This is an optimization exercise on Yosys and OpenROAD, whose aim is small area, a short achievable clock period and few clock cycles per item, not a production implementation. The RTL was checked by simulation tests, not by an equivalence proof against the original design. No activity file was given, so power comes from the tool's default toggle rates.

== the reference run ==
// decimal_float_add_subtract
module decimal_float_add_subtract (
  input  wire logic               clk,
  input  wire logic               rst,
  input  wire logic               in_valid,
  output logic                    in_ready,
  input  wire logic               command,
  input  wire logic               a_sign,
  input  wire logic signed [10:0] a_exponent,
  input  wire logic [63:0]        a_digits,
  input  wire logic               b_sign,
  input  wire logic signed [10:0] b_exponent,
  input  wire logic [63:0]        b_digits,
  output logic                    out_valid,
  input  wire logic               out_ready,
  output logic                    result_sign,
  output logic signed [10:0]      result_exponent,
  output logic [63:0]             result_digits,
  output logic                    exponent_out_of_range
);
Size in the first run: about 3500 cells after synthesis, ~240 I/O pins, roughly 34000 um2 of cells after synthesis.
clock: 16.0 ns
lec_check: 0
cap_margin: 20
core_margin: 2
core_utilization: 40
slew_margin: 20
standard.sh (not shown) runs the stock make flow with config.mk's settings and CLKGATE_MAP_FILE= SYNTH_SCRIPT=/design/flow/synth_recipe.tcl, a recipe that flattens the netlist after the stock synthesis.
==> flow/flow/run.sh <==
#!/bin/bash
# Own layout flow: the standard ORFS flow (standard.sh: unchanged synthesis and
# steps, the standard flow's constraint.sdc and clock period), with two changes to how the layout
# is made: the timing repair is asked to leave extra setup slack, so the layout is
# optimised for a shorter achieved period, and the port buffers are buf_4 cells
# instead of the default delay-buffer cell. Every port still gets its buffer.
# make's full output is in run_standard.log; each step's tool log is in orfs/logs/.
set -euo pipefail
bash standard.sh SETUP_SLACK_MARGIN=11 \
  "BUFFER_PORTS_ARGS=-buffer_cell sky130_fd_sc_hd__buf_4" finish > run_standard.log 2>&1
test -f out/final.def
The reference run: all stages complete, timing, DRC and antenna checks passed
Testbench counts of the reference run, summed over its fixed seeds: cycles 16,032, items 16,000.
Setup changes, the reference run to the trial run
==> flow/run.sh (new file) <==
#!/bin/bash
# synth_recipe.tcl (not shown) runs the flow's synth.tcl, then flattens the netlist and writes it again
# the make line also repeats each setting of config.mk as NAME=value (left out here)
make -C /OpenROAD-flow-scripts/flow DESIGN_CONFIG=/design/flow/config.mk WORK_HOME=/design/flow/orfs CLKGATE_MAP_FILE= SYNTH_SCRIPT=/design/flow/synth_recipe.tcl finish
removed: flow/flow/run.sh
removed: flow/standard.sh
- Delta (the trial run minus the reference run): number of pins exceeding their max-slew limit in the final report now sits at about the same level, global-route usage now sits at about the same level.
- Final cell area: the trial run below the reference run
- The trial run ends up with a utilization that is 0.78 points lower than in the reference run.
- Of the reference run and the trial run, the higher multi-input gate area in the final layout belongs to the reference run.
- Of the reference run and the trial run, the higher total power belongs to the reference run.
- In the tables for the reference run and the trial run, leakage dissipation reads higher with the reference run.
- Between the reference run and the trial run, total wirelength of the detailed-routed design decreased.

Another version of the RTL of decimal_float_add_subtract (not shown whole).
Size in the first run: roughly 4,200 cells after synthesis, about 240 I/O pins, about 0.033 mm2 of cells after synthesis.
==> flow/config.mk <==
export PLATFORM = sky130hd
export DESIGN_NAME = decimal_float_add_subtract
export DESIGN_NICKNAME = decimal_float_add_subtract
export VERILOG_FILES = /design/flow/design.v
export SDC_FILE = /design/flow/constraint.sdc
export NUM_CORES = 4
export LEC_CHECK = 0
export ABC_AREA = 1
export CAP_MARGIN = 20
export CORE_MARGIN = 2
export CORE_UTILIZATION = 40
export CTS_CLUSTER_DIAMETER = 100
export CTS_CLUSTER_SIZE = 20
export SLEW_MARGIN = 20
==> flow/constraint.sdc <==
create_clock -name core_clock -period 16.0 [get_ports {clk}]
set_input_delay 3.2000 -clock core_clock [delete_from_list [all_inputs] [get_ports {clk}]]
set_output_delay 3.2000 -clock core_clock [all_outputs]
set_load 0.01 [all_outputs]
==> flow/flow/run.sh <==
#!/bin/bash
# Own layout flow: the standard ORFS flow (standard.sh: unchanged synthesis and
# steps, the standard flow's constraint.sdc and clock period), with two changes to how the layout
# is made: the timing repair is asked to leave extra setup slack, so the layout is
# optimised for a shorter achieved period, and the port buffers are buf_1 cells (sized up by the repair where timing needs it)
# instead of the default delay-buffer cell. Every port still gets its buffer.
# make's full output is in run_standard.log; each step's tool log is in orfs/logs/.
set -euo pipefail
bash standard.sh SETUP_SLACK_MARGIN=11.75 \
  "BUFFER_PORTS_ARGS=-buffer_cell sky130_fd_sc_hd__buf_1" finish > run_standard.log 2>&1
test -f out/final.def
The starting point passed the timing, DRC and antenna checks.
Testbench counts at the start, summed over its fixed seeds: cycles 16,032, items 16,000.
==> next run, changes <==
--- a/flow/flow/run.sh
+++ b/flow/flow/run.sh
@@ -8,3 +8,3 @@
 set -euo pipefail
-bash standard.sh SETUP_SLACK_MARGIN=11.75 \
+bash standard.sh SETUP_SLACK_MARGIN=11.6 \
   "BUFFER_PORTS_ARGS=-buffer_cell sky130_fd_sc_hd__buf_1" finish > run_standard.log 2>&1
Settings changed: CTS_CLUSTER_DIAMETER 100 to 120, CTS_CLUSTER_SIZE 20 to 30.
What happened: Synthesized cell count stays the same; core utilization came out lower by 0.61 points; cell area is lower by 1.4%; setup slack improves by 35 ps; first-iteration DRC count is lower by 2.1%; sequential power hardly moves; global-route usage went down by 0.15 points; count of clock-buffer cells in the layout goes down by 16; clock power shrinks by 17%; hold slack gains 4.0 ps; routed wire length shrinks by 1.3%.
==> next run, changes <==
Settings changed: CTS_CLUSTER_DIAMETER 120 to 100, CTS_CLUSTER_SIZE 30 to 20, GPL_TIMING_DRIVEN set to 0.
Outcome:
- utilization rises by 1.1 points
- non-clock buffer count is higher by 161
- final cell count rose by a few percent
- sequential power hardly moves
==> next run, changes <==
Settings changed: GPL_TIMING_DRIVEN 0 to not set.
Effect:
- global-route usage is lower by 3.6 points
- flip-flop and latch count stays the same
- die area is unchanged
- clock skew is lower by 7.7 ps
- worst setup slack gets better by 15 ps
- routed wire length is lower by 14%
- final area is lower by 1.5%
==> next run, changes <==
Settings changed: CORE_UTILIZATION 40 to 50.
Outcome:
- worst setup slack got worse by 46 ps
- die area fell by 20%
- via count fell by 1.3%

Setup of Q:
Starting RTL as in the previous note.
==> flow/config.mk <==
export PLATFORM = sky130hd
export DESIGN_NAME = decimal_float_add_subtract
export DESIGN_NICKNAME = decimal_float_add_subtract
export VERILOG_FILES = /design/flow/design.v
export SDC_FILE = /design/flow/constraint.sdc
export NUM_CORES = 4
export LEC_CHECK = 0
export ABC_AREA = 1
export CAP_MARGIN = 20
export CORE_MARGIN = 2
export CORE_UTILIZATION = 40
export CTS_BUF_LIST = sky130_fd_sc_hd__clkbuf_8
export CTS_CLUSTER_DIAMETER = 100
export CTS_CLUSTER_SIZE = 20
export SLEW_MARGIN = 20
==> flow/constraint.sdc <==
create_clock -name core_clock -period 16.0 [get_ports {clk}]
set_input_delay 3.2000 -clock core_clock [delete_from_list [all_inputs] [get_ports {clk}]]
set_output_delay 3.2000 -clock core_clock [all_outputs]
set_load 0.01 [all_outputs]
==> flow/flow/run.sh <==
#!/bin/bash
# Own layout flow: the standard ORFS flow (standard.sh: unchanged synthesis and
# steps, the standard flow's constraint.sdc and clock period), with two changes to how the layout
# is made: the timing repair is asked to leave extra setup slack, so the layout is
# optimised for a shorter achieved period, and the port buffers are buf_1 cells (sized up by the repair where timing needs it)
# instead of the default delay-buffer cell. Every port still gets its buffer.
# make's full output is in run_standard.log; each step's tool log is in orfs/logs/.
set -euo pipefail
bash standard.sh SETUP_SLACK_MARGIN=11.6 \
  "BUFFER_PORTS_ARGS=-buffer_cell sky130_fd_sc_hd__buf_1" finish > run_standard.log 2>&1
test -f out/final.def
Testbench counts of Q, summed over its fixed seeds: cycles 16,032, items 16,000.
Input-level comparison between S and Q:
- SLEW_MARGIN now 0, was 20
- CTS_BUF_LIST no longer set, was sky130_fd_sc_hd__clkbuf_8
- CAP_MARGIN now 0, was 20
Results
The arrival time at the worst endpoint reported for S is smaller than that of Q by 0.08 ns.
Re actual slew at the worst max-slew pin: S is 0.0036 ns up on Q.
Taking Q as the reference, in S synthesis-stage register bit count held steady, antenna diode instance count went down 1, number of filler cells placed in the layout has decreased.
The count of clock-buffer cells in the layout in S sits about 35% above the value recorded for Q.
Any difference in power attributed to combinational cells between S and Q is small enough to ignore.
Diff Q..S | via count of the routed design | negligible

-- re-timing with driven ports --
Ports are ideal in the flow. The routed layouts listed here were re-timed in OpenROAD. Step 1, drivers: a clkbuf_16 drives clk and a buf_2 each remaining input, both assumed. Step 2, shift: input delay + t, output delay - t, t = (earliest + latest rising clock arrival at the registers) / 2. This alone moves slack from input paths to output paths. Three values: ideal ports, drivers, drivers and shift; two values: the first two.
run | t, ns | setup slack, ns | worst hold slack (ns) | slew at the worst register clock pin (ns) | pins driven straight from the clock port
the reference run | 0.682 | 10.983 / 10.983 / 10.653 | 0.446 / 0.446 / 0.446 | 0.07 / 0.07 | 1
the trial run | 0.687 | 9.996 / 9.996 / 9.996 | 0.447 / 0.447 / 0.447 | 0.07 / 0.07 | 1
the first run of note 2 | 0.679 | 11.604 / 11.539 / 11.036 | 0.452 / 0.452 / 0.452 | 0.09 / 0.09 | 1
the second run of note 2 | 0.643 | 11.638 / 11.571 / 11.011 | 0.456 / 0.456 / 0.456 | 0.11 / 0.11 | 1
the third run of note 2 | 0.674 | 11.590 / 11.547 / 11.081 | 0.453 / 0.453 / 0.453 | 0.09 / 0.09 | 1
the fourth run of note 2 | 0.679 | 11.605 / 11.539 / 10.989 | 0.453 / 0.453 / 0.453 | 0.09 / 0.09 | 1
the fifth run of note 2 | 0.673 | 11.559 / 11.553 / 10.908 | 0.455 / 0.455 / 0.455 | 0.10 / 0.10 | 1
Q | 0.744 | 11.521 / 11.461 / 11.015 | 0.459 / 0.459 / 0.459 | 0.13 / 0.13 | 1
S | 0.679 | 11.605 / 11.539 / 10.989 | 0.453 / 0.453 / 0.453 | 0.09 / 0.09 | 1
After both steps setup and hold are still met in every run listed. The setup slack of the fifth run of note 2, which loses most, moves by -0.006 ns with the drivers and by -0.651 ns with both steps.
